This is an optimization exercise on Yosys and OpenROAD, whose aim is small area and a short achievable clock period, not a production implementation.
RTL that was checked went through simulation tests only; none was proved equivalent to the original.
The flow treats the clock pin as an ideal source. Dropping or thinning the clock tree relies on that and would not hold on a real chip.
Power and IR drop assume default switching activity.

## old
==> flow/design.v <==
module mp85_bus_target #(
    parameter logic [15:0] BASE_ADDR   = 16'h8000,
    parameter int          ADDR_BITS   = 8,
    parameter int          WAIT_STATES = 2
) (
    input  logic        clk,
    input  logic        rst,
    input  logic [15:0] address,
    input  logic        mem_read,
    input  logic        mem_write,
    input  logic [7:0]  data_in,
    output logic [7:0]  data_out,
    output logic        ready,
    output logic        selected,
    output logic        err
);
    typedef enum logic [1:0] {
        ST_IDLE,
        ST_WAIT,
        ST_ACCESS,
        ST_RELEASE
    } state_t;
    state_t          state;
    logic            wait2;       
    logic            op_wr;
    logic [7:0]      wdata;
    logic [7:0]      qp1;         
    logic [3:0]      lo4;         
    logic [3:0]      mid4;        
    logic [7:0]      ph;          
    logic [255:0][7:0] ring;
    logic [7:0]      pw_a;        
    logic [7:0]      pw_b;        
    logic [1:0]      pw_d;        
    logic [7:0]      wd;          
    logic [7:0]      fa0;         
    logic [7:0]      fal;         
    logic            p1, p2;      
    logic            bp;          
    logic            byp;         
    logic [7:0][7:0] s1;
    logic [7:0]      rd;
    logic hit;
    logic one_strobe;
    logic both_strobes;
    logic strobe_held;
    logic [7:0] qn;               
    logic [5:0] widx;             
    always_comb begin
        hit          = (address[15:ADDR_BITS] == BASE_ADDR[15:ADDR_BITS]);
        one_strobe   = mem_read ^ mem_write;
        both_strobes = mem_read & mem_write;
        strobe_held  = op_wr ? mem_write : mem_read;
        qn           = address[7:0] + ph;
        widx         = 6'((qp1 + 8'd2) >> 2);
    end
    always_ff @(posedge clk or posedge rst) begin
        if (rst) begin
            state    <= ST_IDLE;
            wait2    <= 1'b0;
            fa0      <= 8'h00;
            data_out <= 8'h00;
            ready    <= 1'b0;
            selected <= 1'b0;
            err      <= 1'b0;
        end else begin
            ready <= 1'b0;
            err   <= 1'b0;
            fa0   <= {8{(state == ST_WAIT) && wait2 && strobe_held && op_wr &&
                        (pw_d == 2'd0)}} & pw_a;
            case (state)
                ST_IDLE: begin
                    if (hit && both_strobes) begin
                        err <= 1'b1;
                    end else if (hit && one_strobe) begin
                        selected <= 1'b1;
                        wait2    <= 1'b0;
                        state    <= ST_WAIT;
                    end
                end
                ST_WAIT: begin
                    if (!strobe_held) begin
                        selected <= 1'b0;
                        state    <= ST_IDLE;
                    end else if (wait2) begin
                        state <= ST_ACCESS;
                    end else begin
                        wait2 <= 1'b1;
                    end
                end
                ST_ACCESS: begin
                    if (!op_wr) begin
                        if (byp)
                            data_out <= wd;
                        else if (qp1[0])
                            data_out <= rd ^ {8{!qp1[2]}};
                        else
                            data_out <= s1[qp1[7:5]] ^ {8{!qp1[2]}};
                    end
                    ready <= 1'b1;
                    state <= ST_RELEASE;
                end
                ST_RELEASE: begin
                    if (!mem_read && !mem_write) begin
                        selected <= 1'b0;
                        state    <= ST_IDLE;
                    end
                end
                default: state <= ST_IDLE;
            endcase
        end
    end
    always_ff @(posedge clk) begin
        if (state == ST_IDLE) begin
            op_wr <= mem_write;
            wdata <= data_in;
            qp1   <= qn;
            lo4   <= 4'd1 << qn[2:1];
            mid4  <= 4'd1 << qn[4:3];
        end
    end
    always_ff @(posedge clk) begin
        if (state == ST_WAIT && !wait2 && op_wr) begin
            pw_a <= 8'd1 << widx[5:3];
            pw_b <= 8'd1 << widx[2:0];
            pw_d <= 2'(8'd1 - qp1);
            wd   <= wdata;
        end
        p1    <= (state == ST_ACCESS) && op_wr;
        p2    <= p1;
        fal   <= {8{((state == ST_ACCESS) && op_wr && pw_d == 2'd1) ||
                    (p1 && pw_d == 2'd2) || (p2 && pw_d == 2'd3)}} & pw_a;
        bp    <= p2 && (pw_d == 2'd3);
        if (state == ST_WAIT && !wait2)
            byp <= bp && pw_a[qp1[7:5]] && pw_b[qp1[4:2]] && (qp1[1:0] == 2'b11);
    end
    always_ff @(posedge clk) begin
        ph <= ph + 8'd1;
        for (int p = 0; p < 256; p++) begin
            if ((p % 4) == 3)
                ring[p] <= ~(((fa0[p / 32] || fal[p / 32]) && pw_b[(p / 4) % 8]) ?
                             ((((p / 4) % 2) == 1) ? wd : ~wd) :
                             ring[(p + 255) % 256]);
            else
                ring[p] <= ring[(p + 255) % 256];
        end
    end
    always_ff @(posedge clk) begin
        for (int g = 0; g < 8; g++) begin
            logic [7:0] acc;
            acc = 8'h00;
            for (int j = 0; j < 16; j++)
                acc = acc | (ring[2 * (16 * g + j)] & {8{lo4[j % 4] & mid4[j / 4]}});
            s1[g] <= acc;
        end
        rd <= s1[qp1[7:5]];
    end
endmodule
Settings: LEC_CHECK=0, CAP_MARGIN=20, CORE_MARGIN=2, CORE_UTILIZATION=55, SETUP_SLACK_MARGIN=2.9, SLEW_MARGIN=20; clock period 5.0 ns.
standard.sh (not shown) runs the stock make flow with config.mk's settings and CLKGATE_MAP_FILE= SYNTH_SCRIPT=/design/flow/synth_recipe.tcl, a recipe that flattens the netlist after the stock synthesis.
==> flow/flow/run.sh <==
#!/bin/bash
# Standard layout, except that the clock tree is built by flow/pre_cts.tcl
# (a balanced two-level clkbuf_16 tree) instead of TritonCTS.
set -euo pipefail
export PRE_CTS_TCL="$PWD/flow/pre_cts.tcl"
export CT_LEAF_COLS=8 CT_LEAF_ROWS=10 CT_ROOT_COLS=2 CT_ROOT_ROWS=2
bash standard.sh > standard_flow.log 2>&1
Other scripts of this flow, unchanged in this note and not shown: flow/flow/pre_cts.tcl
## Diff of input files: new against old
-- flow/design.v --
<<< old, line 27
    logic [7:0]      qp1;         
    logic [3:0]      lo4;         
    logic [3:0]      mid4;        
    logic [7:0]      ph;          
    logic [255:0][7:0] ring;
>>> new, line 27
    logic [7:0]      qp1;         
    logic [3:0]      lo4;         
    logic [7:0]      mid8;        
    logic [7:0]      ph;          
    logic [255:0][7:0] ring;
<<< old, line 34
    logic [1:0]      pw_d;        
    logic [7:0]      wd;          
    logic [7:0]      fa0;         
    logic [7:0]      fal;         
    logic            p1, p2;      
    logic            bp;          
    logic            byp;         
    logic [7:0][7:0] s1;
    logic [7:0]      rd;
    logic hit;
>>> new, line 34
    logic [1:0]      pw_d;        
    logic [7:0]      wd;          
    logic            fire0;       
    logic            flate;       
    logic            p1, p2;      
    logic            bp;          
    logic            byp;         
    logic [3:0][7:0] s1;
    logic [7:0]      rd;
    logic hit;
<<< old, line 45
    logic both_strobes;
    logic strobe_held;
    logic [7:0] qn;               
    logic [5:0] widx;             
>>> new, line 45
    logic both_strobes;
    logic strobe_held;
    logic fire;
    logic [7:0] qn;               
    logic [5:0] widx;             
<<< old, line 52
        both_strobes = mem_read & mem_write;
        strobe_held  = op_wr ? mem_write : mem_read;
        qn           = address[7:0] + ph;
        widx         = 6'((qp1 + 8'd2) >> 2);
>>> new, line 53
        both_strobes = mem_read & mem_write;
        strobe_held  = op_wr ? mem_write : mem_read;
        fire         = fire0 || flate;
        qn           = address[7:0] + ph;
        widx         = 6'((qp1 + 8'd2) >> 2);
<<< old, line 59
            state    <= ST_IDLE;
            wait2    <= 1'b0;
            fa0      <= 8'h00;
            data_out <= 8'h00;
            ready    <= 1'b0;
>>> new, line 61
            state    <= ST_IDLE;
            wait2    <= 1'b0;
            fire0    <= 1'b0;
            data_out <= 8'h00;
            ready    <= 1'b0;
<<< old, line 67
            ready <= 1'b0;
            err   <= 1'b0;
            fa0   <= {8{(state == ST_WAIT) && wait2 && strobe_held && op_wr &&
                        (pw_d == 2'd0)}} & pw_a;
            case (state)
                ST_IDLE: begin
>>> new, line 69
            ready <= 1'b0;
            err   <= 1'b0;
            fire0 <= (state == ST_WAIT) && wait2 && strobe_held && op_wr &&
                     (pw_d == 2'd0);
            case (state)
                ST_IDLE: begin
<<< old, line 96
                            data_out <= rd ^ {8{!qp1[2]}};
                        else
                            data_out <= s1[qp1[7:5]] ^ {8{!qp1[2]}};
                    end
                    ready <= 1'b1;
>>> new, line 98
                            data_out <= rd ^ {8{!qp1[2]}};
                        else
                            data_out <= s1[qp1[7:6]] ^ {8{!qp1[2]}};
                    end
                    ready <= 1'b1;
<<< old, line 117
            qp1   <= qn;
            lo4   <= 4'd1 << qn[2:1];
            mid4  <= 4'd1 << qn[4:3];
        end
    end
>>> new, line 119
            qp1   <= qn;
            lo4   <= 4'd1 << qn[2:1];
            mid8  <= 8'd1 << qn[5:3];
        end
    end
<<< old, line 129
        p1    <= (state == ST_ACCESS) && op_wr;
        p2    <= p1;
        fal   <= {8{((state == ST_ACCESS) && op_wr && pw_d == 2'd1) ||
                    (p1 && pw_d == 2'd2) || (p2 && pw_d == 2'd3)}} & pw_a;
        bp    <= p2 && (pw_d == 2'd3);
        if (state == ST_WAIT && !wait2)
>>> new, line 131
        p1    <= (state == ST_ACCESS) && op_wr;
        p2    <= p1;
        flate <= ((state == ST_ACCESS) && op_wr && pw_d == 2'd1) ||
                 (p1 && pw_d == 2'd2) || (p2 && pw_d == 2'd3);
        bp    <= p2 && (pw_d == 2'd3);
        if (state == ST_WAIT && !wait2)
<<< old, line 139
        for (int p = 0; p < 256; p++) begin
            if ((p % 4) == 3)
                ring[p] <= ~(((fa0[p / 32] || fal[p / 32]) && pw_b[(p / 4) % 8]) ?
                             ((((p / 4) % 2) == 1) ? wd : ~wd) :
                             ring[(p + 255) % 256]);
>>> new, line 141
        for (int p = 0; p < 256; p++) begin
            if ((p % 4) == 3)
                ring[p] <= ~((fire && pw_a[p / 32] && pw_b[(p / 4) % 8]) ?
                             ((((p / 4) % 2) == 1) ? wd : ~wd) :
                             ring[(p + 255) % 256]);
<<< old, line 147
    end
    always_ff @(posedge clk) begin
        for (int g = 0; g < 8; g++) begin
            logic [7:0] acc;
            acc = 8'h00;
            for (int j = 0; j < 16; j++)
                acc = acc | (ring[2 * (16 * g + j)] & {8{lo4[j % 4] & mid4[j / 4]}});
            s1[g] <= acc;
        end
        rd <= s1[qp1[7:5]];
    end
endmodule
>>> new, line 149
    end
    always_ff @(posedge clk) begin
        for (int g = 0; g < 4; g++) begin
            logic [7:0] acc;
            acc = 8'h00;
            for (int j = 0; j < 32; j++)
                acc = acc | (ring[2 * (32 * g + j)] & {8{lo4[j % 4] & mid8[j / 4]}});
            s1[g] <= acc;
        end
        rd <= s1[qp1[7:6]];
    end
endmodule
## What came out
The lower routed wire length of new and old is in new. From old to new the numbers moved as follows: power density relative to cell area +about 7.5%, global-route wire length before repair decreased about 8%. new vs old, worst setup path startpoint: flate vs mid4[3]. Going from old to new, effective utilization at floorplan stayed essentially flat, global-route met1 utilization fell by 3.4 points, number of antenna violations at the first check in global routing fell by 5, worst setup slack fell by 120 ps, post-route minimum period rose by 120 ps. new ended up with a higher required time of the critical path than old did. In new, the sequential area share after synthesis came out 0.32 points below the value in old. Synthesized instance count: higher on new.
The RTL of old was laid out without a check of its function. In every run of this note, the design's own scripts or RTL, not TritonCTS, make the clock network.

========
Setup of job 368:
// mp85_bus_target: RTL as listed in full above, without the edits since
Settings: LEC_CHECK=0, CAP_MARGIN=20, CORE_MARGIN=2, CORE_UTILIZATION=55, SETUP_SLACK_MARGIN=3.0, SLEW_MARGIN=20; clock period 5.0 ns.
Scripts as last shown in full above: flow/flow/run.sh
Other scripts of this flow, unchanged in this note and not shown: flow/flow/pre_cts.tcl
[inputs] job 5636 vs job 368
--- a/flow/design.v
+++ b/flow/design.v
@@ -26,7 +26,7 @@
     logic [7:0]      wdata;
     logic [7:0]      qp1;         
     logic [3:0]      lo4;         
-    logic [3:0]      mid4;        
+    logic [7:0]      mid8;        
     logic [7:0]      ph;          
     logic [255:0][7:0] ring;
     logic [7:0]      pw_a;        
@@ -38,7 +38,7 @@
     logic            p1, p2;      
     logic            bp;          
     logic            byp;         
-    logic [7:0][7:0] s1;
+    logic [3:0][7:0] s1;
     logic [7:0]      rd;
     logic hit;
     logic one_strobe;
@@ -95,7 +95,7 @@
                         else if (qp1[0])
                             data_out <= rd ^ {8{!qp1[2]}};
                         else
-                            data_out <= s1[qp1[7:5]] ^ {8{!qp1[2]}};
+                            data_out <= s1[qp1[7:6]] ^ {8{!qp1[2]}};
                     end
                     ready <= 1'b1;
                     state <= ST_RELEASE;
@@ -116,7 +116,7 @@
             wdata <= data_in;
             qp1   <= qn;
             lo4   <= 4'd1 << qn[2:1];
-            mid4  <= 4'd1 << qn[4:3];
+            mid8  <= 8'd1 << qn[5:3];
         end
     end
     always_ff @(posedge clk) begin
@@ -146,13 +146,13 @@
         end
     end
     always_ff @(posedge clk) begin
-        for (int g = 0; g < 8; g++) begin
+        for (int g = 0; g < 4; g++) begin
             logic [7:0] acc;
             acc = 8'h00;
-            for (int j = 0; j < 16; j++)
-                acc = acc | (ring[2 * (16 * g + j)] & {8{lo4[j % 4] & mid4[j / 4]}});
+            for (int j = 0; j < 32; j++)
+                acc = acc | (ring[2 * (32 * g + j)] & {8{lo4[j % 4] & mid8[j / 4]}});
             s1[g] <= acc;
         end
-        rd <= s1[qp1[7:5]];
+        rd <= s1[qp1[7:6]];
     end
 endmodule
Findings:
Between job 368 and job 5636, synthesized cell count increased. Compared to job 368, job 5636 shows a wider setup margin. Max freq job 368 -> job 5636: improved. Sequential cell count ended up 1.3% lower on job 5636 than on job 368. NOTE met1 layer wirelength in the final routing job 368->job 5636 decreased by a few percent. The cell count was comparable across job 368 and job 5636. Across both runs, per-cell via count in the routed design was lower for job 5636 than for job 368. Final critical path time including I/O delays and setup ended up 21 ps lower on job 5636 than on job 368. Taking job 368 as the reference, in job 5636 final area decreased by 2.4% relative to the old numbers; overall power consumption -0.0020 W; area added between synthesis and finish went down; die outline height went down by 0.51%. Clock share of power: job 368 and job 5636 compared, lower one is job 368.
Function was not checked in any run of this note: the RTL went through the layout flow alone. No run of this note takes its clock network from TritonCTS; it comes from the design's own scripts or RTL.

========
Setup of main:
Another version of the RTL of mp85_bus_target (not shown whole).
Size in the first run: ~4000 cells after synthesis, ~59000 um^2 of cells after synthesis.
==> module mp85_bus_target, before the edit <==
module mp85_bus_target #(
    parameter logic [15:0] BASE_ADDR   = 16'h8000,
    parameter int          ADDR_BITS   = 8,
    parameter int          WAIT_STATES = 2
) (
    input  logic        clk,
    input  logic        rst,
    input  logic [15:0] address,
    input  logic        mem_read,
    input  logic        mem_write,
    input  logic [7:0]  data_in,
    output logic [7:0]  data_out,
    output logic        ready,
    output logic        selected,
    output logic        err
);
    typedef enum logic [1:0] {
        ST_IDLE,
        ST_WAIT,
        ST_ACCESS,
        ST_RELEASE
    } state_t;
    state_t          state;
    logic            wait2;       
    logic            op_wr;
    logic [7:0]      wdata;
    logic [7:0]      qp1;         
    logic [7:0]      ph;          
    logic [255:0][7:0] ring;
    logic [5:0]      pw_idx;      
    logic [1:0]      pw_d;        
    logic [7:0]      wd;          
    logic            p1, p2, p3;  
    logic            bp;          
    logic            byp;         
    logic [3:0][7:0] s1;
    logic [7:0]      rd;
    logic hit;
    logic one_strobe;
    logic both_strobes;
    logic strobe_held;
    logic accept;
    logic fire;
    always_comb begin
        hit          = (address[15:ADDR_BITS] == BASE_ADDR[15:ADDR_BITS]);
        one_strobe   = mem_read ^ mem_write;
        both_strobes = mem_read & mem_write;
        strobe_held  = op_wr ? mem_write : mem_read;
        accept       = (state == ST_IDLE) && hit && one_strobe;
        fire         = (state == ST_ACCESS && op_wr && pw_d == 2'd0) ||
                       (p1 && pw_d == 2'd1) || (p2 && pw_d == 2'd2) ||
                       (p3 && pw_d == 2'd3);
    end
    always_ff @(posedge clk or posedge rst) begin
        if (rst) begin
            state    <= ST_IDLE;
            wait2    <= 1'b0;
            data_out <= 8'h00;
            ready    <= 1'b0;
            selected <= 1'b0;
            err      <= 1'b0;
        end else begin
            ready <= 1'b0;
            err   <= 1'b0;
            case (state)
                ST_IDLE: begin
                    if (hit && both_strobes) begin
                        err <= 1'b1;
                    end else if (hit && one_strobe) begin
                        selected <= 1'b1;
                        wait2    <= 1'b0;
                        state    <= ST_WAIT;
                    end
                end
                ST_WAIT: begin
                    if (!strobe_held) begin
                        selected <= 1'b0;
                        state    <= ST_IDLE;
                    end else if (wait2) begin
                        state <= ST_ACCESS;
                    end else begin
                        wait2 <= 1'b1;
                    end
                end
                ST_ACCESS: begin
                    if (!op_wr) begin
                        if (byp)
                            data_out <= wd;
                        else if (qp1[0])
                            data_out <= rd;
                        else
                            data_out <= s1[qp1[7:6]];
                    end
                    ready <= 1'b1;
                    state <= ST_RELEASE;
                end
                ST_RELEASE: begin
                    if (!mem_read && !mem_write) begin
                        selected <= 1'b0;
                        state    <= ST_IDLE;
                    end
                end
                default: state <= ST_IDLE;
            endcase
        end
    end
    always_ff @(posedge clk) begin
        if (accept) begin
            op_wr <= mem_write;
            wdata <= data_in;
            qp1   <= address[7:0] + ph + 8'd1;
        end
    end
    always_ff @(posedge clk) begin
        if (state == ST_WAIT && op_wr) begin
            pw_idx <= 6'((qp1 + 8'd2) >> 2);
            pw_d   <= 2'(8'd1 - qp1);
            wd     <= wdata;
        end
        p1 <= (state == ST_ACCESS) && op_wr;
        p2 <= p1;
        p3 <= p2;
        bp <= p2 && (pw_d == 2'd3);
        if (state == ST_WAIT && !wait2)
            byp <= bp && (qp1 == {pw_idx, 2'b11});
    end
    always_ff @(posedge clk) begin
        ph <= ph + 8'd1;
        for (int p = 0; p < 256; p++) begin
            if ((p % 4) == 3 && fire && pw_idx == 6'(p / 4))
                ring[p] <= wd;
            else
                ring[p] <= ring[(p + 255) % 256];
        end
    end
    logic [31:0] tsel;
    always_comb begin
        tsel = 32'd1 << qp1[5:1];
    end
    always_ff @(posedge clk) begin
        for (int g = 0; g < 4; g++) begin
            logic [7:0] acc;
            acc = 8'h00;
            for (int j = 0; j < 32; j++)
                acc = acc | (ring[2 * (32 * g + j)] & {8{tsel[j]}});
            s1[g] <= acc;
        end
        rd <= s1[qp1[7:6]];
    end
endmodule
Settings: LEC_CHECK=0, CAP_MARGIN=20, CORE_MARGIN=2, CORE_UTILIZATION=40, SETUP_SLACK_MARGIN=2.7, SLEW_MARGIN=20; clock period 5.0 ns.
run.sh (not shown) runs the stock make flow with config.mk's settings and CLKGATE_MAP_FILE= SYNTH_SCRIPT=/design/flow/synth_recipe.tcl, a recipe that flattens the netlist after the stock synthesis.
Stock flow here: none of the scripts above is used.
## Diff of input files: the feature branch against main
--- a/flow/design.v
+++ b/flow/design.v
@@ -22,49 +22,59 @@
     } state_t;
     state_t          state;
     logic            wait2;       
     logic            op_wr;
     logic [7:0]      wdata;
     logic [7:0]      qp1;         
+    logic [3:0]      lo4;         
+    logic [7:0]      mid8;        
     logic [7:0]      ph;          
     logic [255:0][7:0] ring;
-    logic [5:0]      pw_idx;      
+    logic [7:0]      pw_a;        
+    logic [7:0]      pw_b;        
     logic [1:0]      pw_d;        
     logic [7:0]      wd;          
-    logic            p1, p2, p3;  
+    logic            fire0;       
+    logic            flate;       
+    logic            p1, p2;      
     logic            bp;          
     logic            byp;         
     logic [3:0][7:0] s1;
     logic [7:0]      rd;
     logic hit;
     logic one_strobe;
     logic both_strobes;
     logic strobe_held;
     logic accept;
     logic fire;
+    logic [7:0] qn;               
+    logic [5:0] widx;             
     always_comb begin
         hit          = (address[15:ADDR_BITS] == BASE_ADDR[15:ADDR_BITS]);
         one_strobe   = mem_read ^ mem_write;
         both_strobes = mem_read & mem_write;
         strobe_held  = op_wr ? mem_write : mem_read;
         accept       = (state == ST_IDLE) && hit && one_strobe;
-        fire         = (state == ST_ACCESS && op_wr && pw_d == 2'd0) ||
-                       (p1 && pw_d == 2'd1) || (p2 && pw_d == 2'd2) ||
-                       (p3 && pw_d == 2'd3);
+        fire         = fire0 || flate;
+        qn           = address[7:0] + ph;
+        widx         = 6'((qp1 + 8'd2) >> 2);
     end
     always_ff @(posedge clk or posedge rst) begin
         if (rst) begin
             state    <= ST_IDLE;
             wait2    <= 1'b0;
+            fire0    <= 1'b0;
             data_out <= 8'h00;
             ready    <= 1'b0;
             selected <= 1'b0;
             err      <= 1'b0;
         end else begin
             ready <= 1'b0;
             err   <= 1'b0;
+            fire0 <= (state == ST_WAIT) && wait2 && strobe_held && op_wr &&
+                     (pw_d == 2'd0);
             case (state)
                 ST_IDLE: begin
                     if (hit && both_strobes) begin
                         err <= 1'b1;
                     end else if (hit && one_strobe) begin
                         selected <= 1'b1;
@@ -84,15 +94,15 @@
                 end
                 ST_ACCESS: begin
                     if (!op_wr) begin
                         if (byp)
                             data_out <= wd;
                         else if (qp1[0])
-                            data_out <= rd;
+                            data_out <= rd ^ {8{!qp1[2]}};
                         else
-                            data_out <= s1[qp1[7:6]];
+                            data_out <= s1[qp1[7:6]] ^ {8{!qp1[2]}};
                     end
                     ready <= 1'b1;
                     state <= ST_RELEASE;
                 end
                 ST_RELEASE: begin
                     if (!mem_read && !mem_write) begin
@@ -105,46 +115,48 @@
         end
     end
     always_ff @(posedge clk) begin
         if (accept) begin
             op_wr <= mem_write;
             wdata <= data_in;
-            qp1   <= address[7:0] + ph + 8'd1;
+            qp1   <= qn;
+            lo4   <= 4'd1 << qn[2:1];
+            mid8  <= 8'd1 << qn[5:3];
         end
     end
     always_ff @(posedge clk) begin
-        if (state == ST_WAIT && op_wr) begin
-            pw_idx <= 6'((qp1 + 8'd2) >> 2);
-            pw_d   <= 2'(8'd1 - qp1);
-            wd     <= wdata;
+        if (state == ST_WAIT && !wait2 && op_wr) begin
+            pw_a <= 8'd1 << widx[5:3];
+            pw_b <= 8'd1 << widx[2:0];
+            pw_d <= 2'(8'd1 - qp1);
+            wd   <= wdata;
         end
-        p1 <= (state == ST_ACCESS) && op_wr;
-        p2 <= p1;
-        p3 <= p2;
-        bp <= p2 && (pw_d == 2'd3);
+        p1    <= (state == ST_ACCESS) && op_wr;
+        p2    <= p1;
+        flate <= ((state == ST_ACCESS) && op_wr && pw_d == 2'd1) ||
+                 (p1 && pw_d == 2'd2) || (p2 && pw_d == 2'd3);
+        bp    <= p2 && (pw_d == 2'd3);
         if (state == ST_WAIT && !wait2)
-            byp <= bp && (qp1 == {pw_idx, 2'b11});
+            byp <= bp && pw_a[qp1[7:5]] && pw_b[qp1[4:2]] && (qp1[1:0] == 2'b11);
     end
     always_ff @(posedge clk) begin
         ph <= ph + 8'd1;
         for (int p = 0; p < 256; p++) begin
-            if ((p % 4) == 3 && fire && pw_idx == 6'(p / 4))
-                ring[p] <= wd;
+            if ((p % 4) == 3)
+                ring[p] <= ~((fire && pw_a[p / 32] && pw_b[(p / 4) % 8]) ?
+                             ((((p / 4) % 2) == 1) ? wd : ~wd) :
+                             ring[(p + 255) % 256]);
             else
                 ring[p] <= ring[(p + 255) % 256];
         end
-    end
-    logic [31:0] tsel;
-    always_comb begin
-        tsel = 32'd1 << qp1[5:1];
     end
     always_ff @(posedge clk) begin
         for (int g = 0; g < 4; g++) begin
             logic [7:0] acc;
             acc = 8'h00;
             for (int j = 0; j < 32; j++)
-                acc = acc | (ring[2 * (32 * g + j)] & {8{tsel[j]}});
+                acc = acc | (ring[2 * (32 * g + j)] & {8{lo4[j % 4] & mid8[j / 4]}});
             s1[g] <= acc;
         end
         rd <= s1[qp1[7:6]];
     end
 endmodule
Results
The final layout from the feature branch, which completed every stage, passed the timing, DRC and antenna checks at the end of the flow. Lower final weighted congestion in routability-driven placement among the feature branch and main: the feature branch. Lower synthesized area among the feature branch and main: the feature branch. met1 usage was higher in main than in the feature branch. In the metrics for the feature branch and main, the one carrying the higher worst setup slack is the feature branch. The lower final hold slack of the feature branch and main is in main. Taking main as the reference, in the feature branch total met2 wirelength after detailed routing shrank by about 18%; routed length on met3 shrank by 61%. Summary: with main as the reference, vertical die dimension in the feature branch moved down slightly. Comparing the feature branch and main, number of antenna diodes is lower on the feature branch. Of the feature branch and main, main shows the lower final total power, with the feature branch above it.

[re-timing with driven ports]
In the flow no input, the clock included, has a driving cell. The finished layouts below were timed again as built, in two steps.
Step 1, drivers: a clkbuf_16 drives clk and a buf_2 each remaining input, both assumed.
Step 2 also shifts input and output timing later by t, the mid clock arrival at the registers, as if the neighbouring blocks saw the same clock.
a / b / c = ideal ports / drivers / drivers and shift; a / b = the first two.
run | t (ns) | slack for setup (ns) | worst setup path after step 2 | latest minus earliest clock arrival (ns) | worst data-port slew with drivers (ns)
old | 0.720 | 2.780 / 2.665 / 2.461 | input to register | 0.031 / 0.031 | 0.07
new | 0.702 | 2.659 / 2.660 / 2.335 | input to register | 0.018 / 0.017 | 0.05
job 368 | 0.708 | 2.740 / 2.669 / 2.456 | input to register | 0.046 / 0.045 | 0.08
job 5636 | 0.716 | 2.761 / 2.689 / 2.316 | input to register | 0.016 / 0.016 | 0.05
main | 0.917 | 2.225 / 2.225 / 1.887 | input to register | 0.034 / 0.034 | 0.05
the feature branch | 0.865 | 2.644 / 2.599 / 1.906 | input to register | 0.027 / 0.027 | 0.05
After both steps every run listed still meets setup and hold. For the feature branch, which loses most, drivers alone change the setup slack by -0.045 ns; drivers and shift together by -0.738 ns.
